Context: an optimization exercise on an open-source flow, tuned for a short achievable clock period and few clock cycles per item. The choices shown serve that exercise and are no tape-out recipe. In this exercise RTL edits were held to simulation tests only and were not proved equivalent to the original. Power figures rest on the tool's default switching activity, not on a simulated workload.

==> inputs of build 56 <==
Design array_stack_with_search_top, start of the top module:
module array_stack_with_search_top #(
    parameter int DEPTH = asws_pkg::DEPTH_DEFAULT
) (
    input  logic                 i_clk,
    input  logic                 i_rst_n,
    input  logic                 start,
    output logic                 busy,
    input  logic [41:0]          i_item_bits,
    output logic                 o_strobe,
    output logic [42:0]          o_result_bits
);
clock: 6.0 ns
lec_check: 0
abc_clock_period_in_ps: 2000
cap_margin: 40
core_margin: 2
core_utilization: 30
setup_slack_margin: 4.0
slew_margin: 30
tns_end_percent: 100
run.sh (not shown) runs the stock make flow with config.mk's settings and CLKGATE_MAP_FILE= SYNTH_SCRIPT=/design/flow/synth_recipe.tcl, a recipe that flattens the netlist after the stock synthesis.
==> build 62 (differences from build 56) <==
--- a/flow/design.v
+++ b/flow/design.v
@@ -63,43 +63,38 @@
     localparam int NG = (MW + G - 1) / G;   
     localparam int PW = NG * G;             
     localparam int NT = DEPTH / G;          
     localparam int QK = 11;                 
     localparam int QN = QK + 1;             
     logic          r_busy;
-    logic          r_take;         
     logic          s0_v;
     logic [41:0]   s0_item;
     always_ff @(posedge i_clk) begin
         s0_item <= i_item_bits;
         if (!i_rst_n) begin
             s0_v <= 1'b0;
         end else begin
-            s0_v <= start && r_take;
+            s0_v <= start && !r_busy;
         end
     end
     assign busy = r_busy;
     logic [2:0]       s0_cmd;
     logic [W-1:0]     s0_val;
     logic [6:0]       s0_pos;
     assign s0_cmd = s0_item[41:39];
     assign s0_val = s0_item[38:7];
     assign s0_pos = s0_item[6:0];
     logic [W-1:0]     r_mem [DEPTH];
     logic [DEPTH-1:0] r_occ;          
-    logic [6:0]       r_cnt;          
     logic [DEPTH-1:0] r_free;         
     logic [DEPTH-1:0] occ_next;
-    logic             full, empty;
     logic [DEPTH-1:0] free_next;
     logic             s1_push, s1_pop, s1_peek, s1_search, s1_set, s1_clear;
     logic [W-1:0]     s1_val;
     logic [DEPTH-1:0] s1_we_set;      
     logic             s1_set_ok;
-    assign full  = r_occ[DEPTH-1];
-    assign empty = !r_occ[0];
     always_comb begin
         occ_next = r_occ;
         if (s1_clear) begin
             occ_next = '0;
         end else if (s1_push) begin
             occ_next = {r_occ[DEPTH-2:0], 1'b1};
@@ -109,31 +104,21 @@
         for (int i = 0; i < DEPTH; i++) begin
             free_next[i] = !occ_next[i] && ((i == 0) ? 1'b1 : occ_next[(i == 0) ? 0 : i - 1]);
         end
     end
     logic [DEPTH-1:0] s0_posoh;
     logic [DEPTH-1:0] s0_set_hit;
-    logic             s0_set_ok;
     always_comb begin
         for (int i = 0; i < DEPTH; i++) begin
             s0_posoh[i] = (s0_pos == 7'(i + 1));
         end
         s0_set_hit = s0_posoh & occ_next;
-        if (s1_clear) begin
-            s0_set_ok = 1'b0;
-        end else if (s1_push && !full) begin
-            s0_set_ok = (s0_pos != 7'd0) && (s0_pos <= r_cnt + 7'd1);
-        end else if (s1_pop && !empty) begin
-            s0_set_ok = (s0_pos != 7'd0) && (s0_pos < r_cnt);
-        end else begin
-            s0_set_ok = (s0_pos != 7'd0) && (s0_pos <= r_cnt);
-        end
     end
     always_ff @(posedge i_clk) begin
         s1_val    <= s0_val;
-        s1_set_ok <= s0_set_ok;
+        s1_set_ok <= |s0_set_hit;
         if (!i_rst_n) begin
             s1_push   <= 1'b0;
             s1_pop    <= 1'b0;
             s1_peek   <= 1'b0;
             s1_search <= 1'b0;
             s1_set    <= 1'b0;
@@ -146,13 +131,16 @@
             s1_search <= s0_v && (s0_cmd == asws_pkg::CMD_SEARCH);
             s1_set    <= s0_v && (s0_cmd == asws_pkg::CMD_SET);
             s1_clear  <= s0_v && (s0_cmd == asws_pkg::CMD_CLEAR);
             s1_we_set <= (s0_v && (s0_cmd == asws_pkg::CMD_SET)) ? s0_set_hit : '0;
         end
     end
+    logic             full, empty;
     logic [DEPTH-1:0] top_oh;         
+    assign full  = r_occ[DEPTH-1];
+    assign empty = !r_occ[0];
     always_comb begin
         for (int i = 0; i < DEPTH; i++) begin
             top_oh[i] = r_occ[i] && ((i == DEPTH - 1) ? 1'b1 : !r_occ[(i == DEPTH - 1) ? i : i + 1]);
         end
     end
     always_ff @(posedge i_clk) begin
@@ -163,23 +151,15 @@
         end
     end
     always_ff @(posedge i_clk) begin
         if (!i_rst_n) begin
             r_occ  <= '0;
             r_free <= DEPTH'(1);
-            r_cnt  <= '0;
         end else begin
             r_occ  <= occ_next;
             r_free <= free_next;
-            if (s1_clear) begin
-                r_cnt <= '0;
-            end else if (s1_push && !full) begin
-                r_cnt <= r_cnt + 7'd1;
-            end else if (s1_pop && !empty) begin
-                r_cnt <= r_cnt - 7'd1;
-            end
         end
     end
     logic [3:0]       s2_eqb  [DEPTH];    
     logic [DEPTH-1:0] s2_occ;
     logic [W-1:0]     s2_part [NT];       
     logic             s2_v;
@@ -231,71 +211,65 @@
             top_word = top_word | s2_part[g];
         end
     end
     logic          s3_v;
     logic          s3_srch;
     logic [2:0]    s3_status;
-    logic [PW-1:0] s3_hit;
-    logic [W-1:0]  s3_word;
-    logic [2:0]    s3_n [DEPTH/4];    
-    logic          s3_top;            
+    logic [PW-1:0] s3_pay;
     always_ff @(posedge i_clk) begin
         s3_srch   <= s2_srch;
         s3_status <= s2_status;
-        s3_hit    <= hit;
-        s3_word   <= s2_data ? top_word : '0;
-        for (int k = 0; k < DEPTH / 4; k++) begin
-            s3_n[k] <= 3'(hit[4*k+1]) + 3'(hit[4*k+2]) + 3'(hit[4*k+3]) + 3'((k == DEPTH / 4 - 1) ? 1'b0 : hit[4*k+4]);
-        end
-        s3_top <= hit[DEPTH];
+        s3_pay    <= s2_srch ? hit : (s2_data ? PW'(top_word) : '0);
         if (!i_rst_n) begin
             s3_v <= 1'b0;
         end else begin
             s3_v <= s2_v;
         end
     end
     logic          s4_v,    s5_v,    s6_v,    s7_v;
     logic          s4_srch, s5_srch, s6_srch, s7_srch;
     logic [2:0]    s4_status, s5_status, s6_status, s7_status;
     logic [PW-1:0] s4_pay,  s5_pay,  s6_pay,  s7_pay;
     logic [NG-1:0] s4_gnz,  s5_gnz,  s6_gnz,  s7_gnz;
-    logic [3:0]    s4_c [DEPTH/8];
-    logic [4:0]    s5_c [DEPTH/16];
-    logic [5:0]    s6_c [2];
+    logic [3:0]    s4_c [NG];
+    logic [4:0]    s5_c [(NG + 1) / 2];
+    logic [6:0]    s6_c [2];
     logic [6:0]    s7_cnt;
     logic          s7_le1;
     always_ff @(posedge i_clk) begin
         s4_srch   <= s3_srch;
         s4_status <= s3_status;
-        s4_pay    <= s3_srch ? s3_hit : PW'(s3_word);
+        s4_pay    <= s3_pay;
         for (int g = 0; g < NG; g++) begin
-            s4_gnz[g] <= |s3_hit[g*G +: G];
-        end
-        for (int k = 0; k < DEPTH / 8; k++) begin
-            s4_c[k] <= 4'(s3_n[2*k]) + 4'(s3_n[2*k+1]) + 4'((k == DEPTH / 8 - 1) ? s3_top : 1'b0);
+            logic [3:0] c;
+            c = '0;
+            for (int j = 0; j < G; j++) begin
+                c = c + 4'(s3_pay[g*G+j]);
+            end
+            s4_c[g]   <= c;
+            s4_gnz[g] <= |s3_pay[g*G +: G];
         end
         s5_srch   <= s4_srch;
         s5_status <= s4_status;
         s5_pay    <= s4_pay;
         s5_gnz    <= s4_gnz;
-        for (int k = 0; k < DEPTH / 16; k++) begin
-            s5_c[k] <= 5'(s4_c[2*k]) + 5'(s4_c[2*k+1]);
+        for (int k = 0; k < (NG + 1) / 2; k++) begin
+            s5_c[k] <= 5'(s4_c[2*k]) + ((2*k + 1 < NG) ? 5'(s4_c[(2*k + 1 < NG) ? 2*k + 1 : 0]) : 5'd0);
         end
         s6_srch   <= s5_srch;
         s6_status <= s5_status;
         s6_pay    <= s5_pay;
         s6_gnz    <= s5_gnz;
-        s6_c[0]   <= 6'(s5_c[0]) + 6'(s5_c[1]);
-        s6_c[1]   <= 6'(s5_c[2]) + 6'(s5_c[3]);
+        s6_c[0]   <= 7'(s5_c[0]) + 7'(s5_c[1]);
+        s6_c[1]   <= 7'(s5_c[2]) + 7'(s5_c[3]) + ((NG > 8) ? 7'(s5_c[(NG > 8) ? 4 : 0]) : 7'd0);
         s7_srch   <= s6_srch;
         s7_pay    <= s6_pay;
         s7_gnz    <= s6_gnz;
-        s7_cnt    <= 7'(s6_c[0]) + 7'(s6_c[1]);
+        s7_cnt    <= s6_c[0] + s6_c[1];
         s7_status <= (s6_srch && !(|s6_gnz)) ? asws_pkg::ST_NOMATCH : s6_status;
-        s7_le1    <= !s6_srch || ((s6_c[0] == 6'd0) && (s6_c[1] <= 6'd1))
-                              || ((s6_c[1] == 6'd0) && (s6_c[0] <= 6'd1));
+        s7_le1    <= !s6_srch || ((s6_c[0] + s6_c[1]) <= 7'd1);
         if (!i_rst_n) begin
             s4_v <= 1'b0;
             s5_v <= 1'b0;
             s6_v <= 1'b0;
             s7_v <= 1'b0;
         end else begin
@@ -407,17 +381,15 @@
     assign s0_takes  = s0_v && (s0_cmd <= asws_pkg::CMD_CLEAR);
     assign held_next = r_held + 5'(s0_takes) - 5'(pop_q);
     always_ff @(posedge i_clk) begin
         if (!i_rst_n) begin
             r_held <= '0;
             r_busy <= 1'b0;
-            r_take <= 1'b1;
         end else begin
             r_held <= held_next;
             r_busy <= (held_next >= 5'(QK));
-            r_take <= (held_next < 5'(QK));
         end
     end
     logic        r_strobe;
     logic [42:0] r_out;
     always_ff @(posedge i_clk) begin
         r_out[42:40] <= q_status[0];
==> flow/config.mk (replaced) <==
export PLATFORM = sky130hd
export DESIGN_NAME = array_stack_with_search_top
export DESIGN_NICKNAME = array_stack_with_search_top
export VERILOG_FILES = /design/flow/design.v
export SDC_FILE = /design/flow/constraint.sdc
export NUM_CORES = 4
export LEC_CHECK = 0
export ABC_CLOCK_PERIOD_IN_PS = 2500
export CAP_MARGIN = 20
export CORE_MARGIN = 2
export CORE_UTILIZATION = 30
export SETUP_SLACK_MARGIN = 3.5
export SLEW_MARGIN = 20
export TNS_END_PERCENT = 100
==> trial 45 (differences from build 56) <==
--- a/flow/design.v
+++ b/flow/design.v
@@ -83,23 +83,19 @@
     logic [6:0]       s0_pos;
     assign s0_cmd = s0_item[41:39];
     assign s0_val = s0_item[38:7];
     assign s0_pos = s0_item[6:0];
     logic [W-1:0]     r_mem [DEPTH];
     logic [DEPTH-1:0] r_occ;          
-    logic [6:0]       r_cnt;          
     logic [DEPTH-1:0] r_free;         
     logic [DEPTH-1:0] occ_next;
-    logic             full, empty;
     logic [DEPTH-1:0] free_next;
     logic             s1_push, s1_pop, s1_peek, s1_search, s1_set, s1_clear;
     logic [W-1:0]     s1_val;
     logic [DEPTH-1:0] s1_we_set;      
     logic             s1_set_ok;
-    assign full  = r_occ[DEPTH-1];
-    assign empty = !r_occ[0];
     always_comb begin
         occ_next = r_occ;
         if (s1_clear) begin
             occ_next = '0;
         end else if (s1_push) begin
             occ_next = {r_occ[DEPTH-2:0], 1'b1};
@@ -109,31 +105,21 @@
         for (int i = 0; i < DEPTH; i++) begin
             free_next[i] = !occ_next[i] && ((i == 0) ? 1'b1 : occ_next[(i == 0) ? 0 : i - 1]);
         end
     end
     logic [DEPTH-1:0] s0_posoh;
     logic [DEPTH-1:0] s0_set_hit;
-    logic             s0_set_ok;
     always_comb begin
         for (int i = 0; i < DEPTH; i++) begin
             s0_posoh[i] = (s0_pos == 7'(i + 1));
         end
         s0_set_hit = s0_posoh & occ_next;
-        if (s1_clear) begin
-            s0_set_ok = 1'b0;
-        end else if (s1_push && !full) begin
-            s0_set_ok = (s0_pos != 7'd0) && (s0_pos <= r_cnt + 7'd1);
-        end else if (s1_pop && !empty) begin
-            s0_set_ok = (s0_pos != 7'd0) && (s0_pos < r_cnt);
-        end else begin
-            s0_set_ok = (s0_pos != 7'd0) && (s0_pos <= r_cnt);
-        end
     end
     always_ff @(posedge i_clk) begin
         s1_val    <= s0_val;
-        s1_set_ok <= s0_set_ok;
+        s1_set_ok <= |s0_set_hit;
         if (!i_rst_n) begin
             s1_push   <= 1'b0;
             s1_pop    <= 1'b0;
             s1_peek   <= 1'b0;
             s1_search <= 1'b0;
             s1_set    <= 1'b0;
@@ -146,13 +132,16 @@
             s1_search <= s0_v && (s0_cmd == asws_pkg::CMD_SEARCH);
             s1_set    <= s0_v && (s0_cmd == asws_pkg::CMD_SET);
             s1_clear  <= s0_v && (s0_cmd == asws_pkg::CMD_CLEAR);
             s1_we_set <= (s0_v && (s0_cmd == asws_pkg::CMD_SET)) ? s0_set_hit : '0;
         end
     end
+    logic             full, empty;
     logic [DEPTH-1:0] top_oh;         
+    assign full  = r_occ[DEPTH-1];
+    assign empty = !r_occ[0];
     always_comb begin
         for (int i = 0; i < DEPTH; i++) begin
             top_oh[i] = r_occ[i] && ((i == DEPTH - 1) ? 1'b1 : !r_occ[(i == DEPTH - 1) ? i : i + 1]);
         end
     end
     always_ff @(posedge i_clk) begin
@@ -163,23 +152,15 @@
         end
     end
     always_ff @(posedge i_clk) begin
         if (!i_rst_n) begin
             r_occ  <= '0;
             r_free <= DEPTH'(1);
-            r_cnt  <= '0;
         end else begin
             r_occ  <= occ_next;
             r_free <= free_next;
-            if (s1_clear) begin
-                r_cnt <= '0;
-            end else if (s1_push && !full) begin
-                r_cnt <= r_cnt + 7'd1;
-            end else if (s1_pop && !empty) begin
-                r_cnt <= r_cnt - 7'd1;
-            end
         end
     end
     logic [3:0]       s2_eqb  [DEPTH];    
     logic [DEPTH-1:0] s2_occ;
     logic [W-1:0]     s2_part [NT];       
     logic             s2_v;
@@ -231,21 +212,19 @@
             top_word = top_word | s2_part[g];
         end
     end
     logic          s3_v;
     logic          s3_srch;
     logic [2:0]    s3_status;
-    logic [PW-1:0] s3_hit;
-    logic [W-1:0]  s3_word;
+    logic [PW-1:0] s3_pay;
     logic [2:0]    s3_n [DEPTH/4];    
     logic          s3_top;            
     always_ff @(posedge i_clk) begin
         s3_srch   <= s2_srch;
         s3_status <= s2_status;
-        s3_hit    <= hit;
-        s3_word   <= s2_data ? top_word : '0;
+        s3_pay    <= s2_srch ? hit : (s2_data ? PW'(top_word) : '0);
         for (int k = 0; k < DEPTH / 4; k++) begin
             s3_n[k] <= 3'(hit[4*k+1]) + 3'(hit[4*k+2]) + 3'(hit[4*k+3]) + 3'((k == DEPTH / 4 - 1) ? 1'b0 : hit[4*k+4]);
         end
         s3_top <= hit[DEPTH];
         if (!i_rst_n) begin
             s3_v <= 1'b0;
@@ -263,15 +242,15 @@
     logic [5:0]    s6_c [2];
     logic [6:0]    s7_cnt;
     logic          s7_le1;
     always_ff @(posedge i_clk) begin
         s4_srch   <= s3_srch;
         s4_status <= s3_status;
-        s4_pay    <= s3_srch ? s3_hit : PW'(s3_word);
+        s4_pay    <= s3_pay;
         for (int g = 0; g < NG; g++) begin
-            s4_gnz[g] <= |s3_hit[g*G +: G];
+            s4_gnz[g] <= |s3_pay[g*G +: G];
         end
         for (int k = 0; k < DEPTH / 8; k++) begin
             s4_c[k] <= 4'(s3_n[2*k]) + 4'(s3_n[2*k+1]) + 4'((k == DEPTH / 8 - 1) ? s3_top : 1'b0);
         end
         s5_srch   <= s4_srch;
         s5_status <= s4_status;
==> flow/config.mk (replaced) <==
export PLATFORM = sky130hd
export DESIGN_NAME = array_stack_with_search_top
export DESIGN_NICKNAME = array_stack_with_search_top
export VERILOG_FILES = /design/flow/design.v
export SDC_FILE = /design/flow/constraint.sdc
export NUM_CORES = 4
export LEC_CHECK = 0
export ABC_CLOCK_PERIOD_IN_PS = 2500
export CAP_MARGIN = 20
export CORE_MARGIN = 2
export CORE_UTILIZATION = 30
export SETUP_SLACK_MARGIN = 3.5
export SLEW_MARGIN = 20
export TNS_END_PERCENT = 100
==> run notes <==
	build 56	trial 45	build 62
Status	no timing/DRC/antenna violations	no timing/DRC/antenna violations	no timing/DRC/antenna violations
Worst VDD drop	0.256 mV	0.272 mV	0.267 mV
Share of the core filled with cells	0.361	0.345	0.346
Non-Clock Buffer Area Fraction	0.0361	0.0157	0.0173
Met3 layer wire length in the routed design	33000 µm	34500 µm	34000 µm
Global Route met1 Usage	0.223	0.226	0.217
Worst setup startpoint	r_busy	s1_pop	s3_pay[0]
Worst Hold Slack	0.312 ns	0.298 ns	0.316 ns
Setup Fix Bufs, Post-CTS	144	20	26
Fraction of layout cells with a size suffix above 1	0.210	0.169	0.174
Sequential cell power	33.4 mW	33.4 mW	33.0 mW
Part of the power in registers	0.525	0.528	0.526
Area of the die	0.602 mm²	0.597 mm²	0.595 mm²
Simple-Gate Fraction of Synth Area	0.0604	0.0639	0.0631
Tapcells	7837	7810	7782
Fraction of the cycle the final worst path needs	0.451	0.488	0.471
Critical path buffers and inverters	1	0	3
Effective utilization at floorplan	0.301	0.301	0.301
Switching part of the total power	0.212	0.216	0.216
Clock group power	28.5 mW	28.1 mW	27.9 mW
Number of vias in the routed layout	104653	102288	101137
Post-route worst setup slack	3.30 ns	3.07 ns	3.18 ns
Non-filler cells, final	20827	20437	20376
Fin Clk Skew	0.111 ns	0.127 ns	0.132 ns
Maximum clock rate	370 MHz	342 MHz	354 MHz
Number of global-route vias before repair	100176	99394	98285
Net count after synthesis	12430	12378	12278
Testbench counts of build 56, summed over its fixed seeds: cycles 9,266, items 4,800.
Testbench counts of build 62, summed over its fixed seeds: cycles 9,266, items 4,800.
Testbench counts of trial 45, summed over its fixed seeds: cycles 9,266, items 4,800.

port drivers added, routing unchanged:
How much do the figures lean on ideal ports? The routed layouts below were timed once more, with nothing changed but the port constraints.
Step 1, drivers: a clkbuf_16 drives i_clk and a buf_2 each remaining input, both assumed.
Step 2, shift: input delay + t, output delay - t, t = (earliest + latest rising clock arrival at the registers) / 2. This alone moves slack from input paths to output paths.
a / b / c = ideal ports / drivers / drivers and shift; a / b = the first two.
run	t, ns	setup slack, ns	hold WS [ns]	latest minus earliest clock arrival (ns)
build 56	1.123	3.296 / 3.173 / 2.973	0.312 / 0.312 / 0.312	0.122 / 0.122
build 62	1.124	3.177 / 3.149 / 2.673	0.316 / 0.316 / 0.316	0.166 / 0.166
trial 45	1.119	3.075 / 3.075 / 2.497	0.298 / 0.298 / 0.298	0.145 / 0.145
After both steps every run listed still meets setup and hold. The setup slack of trial 45, which loses most, moves by 0.000 ns with the drivers and by -0.578 ns with both steps.
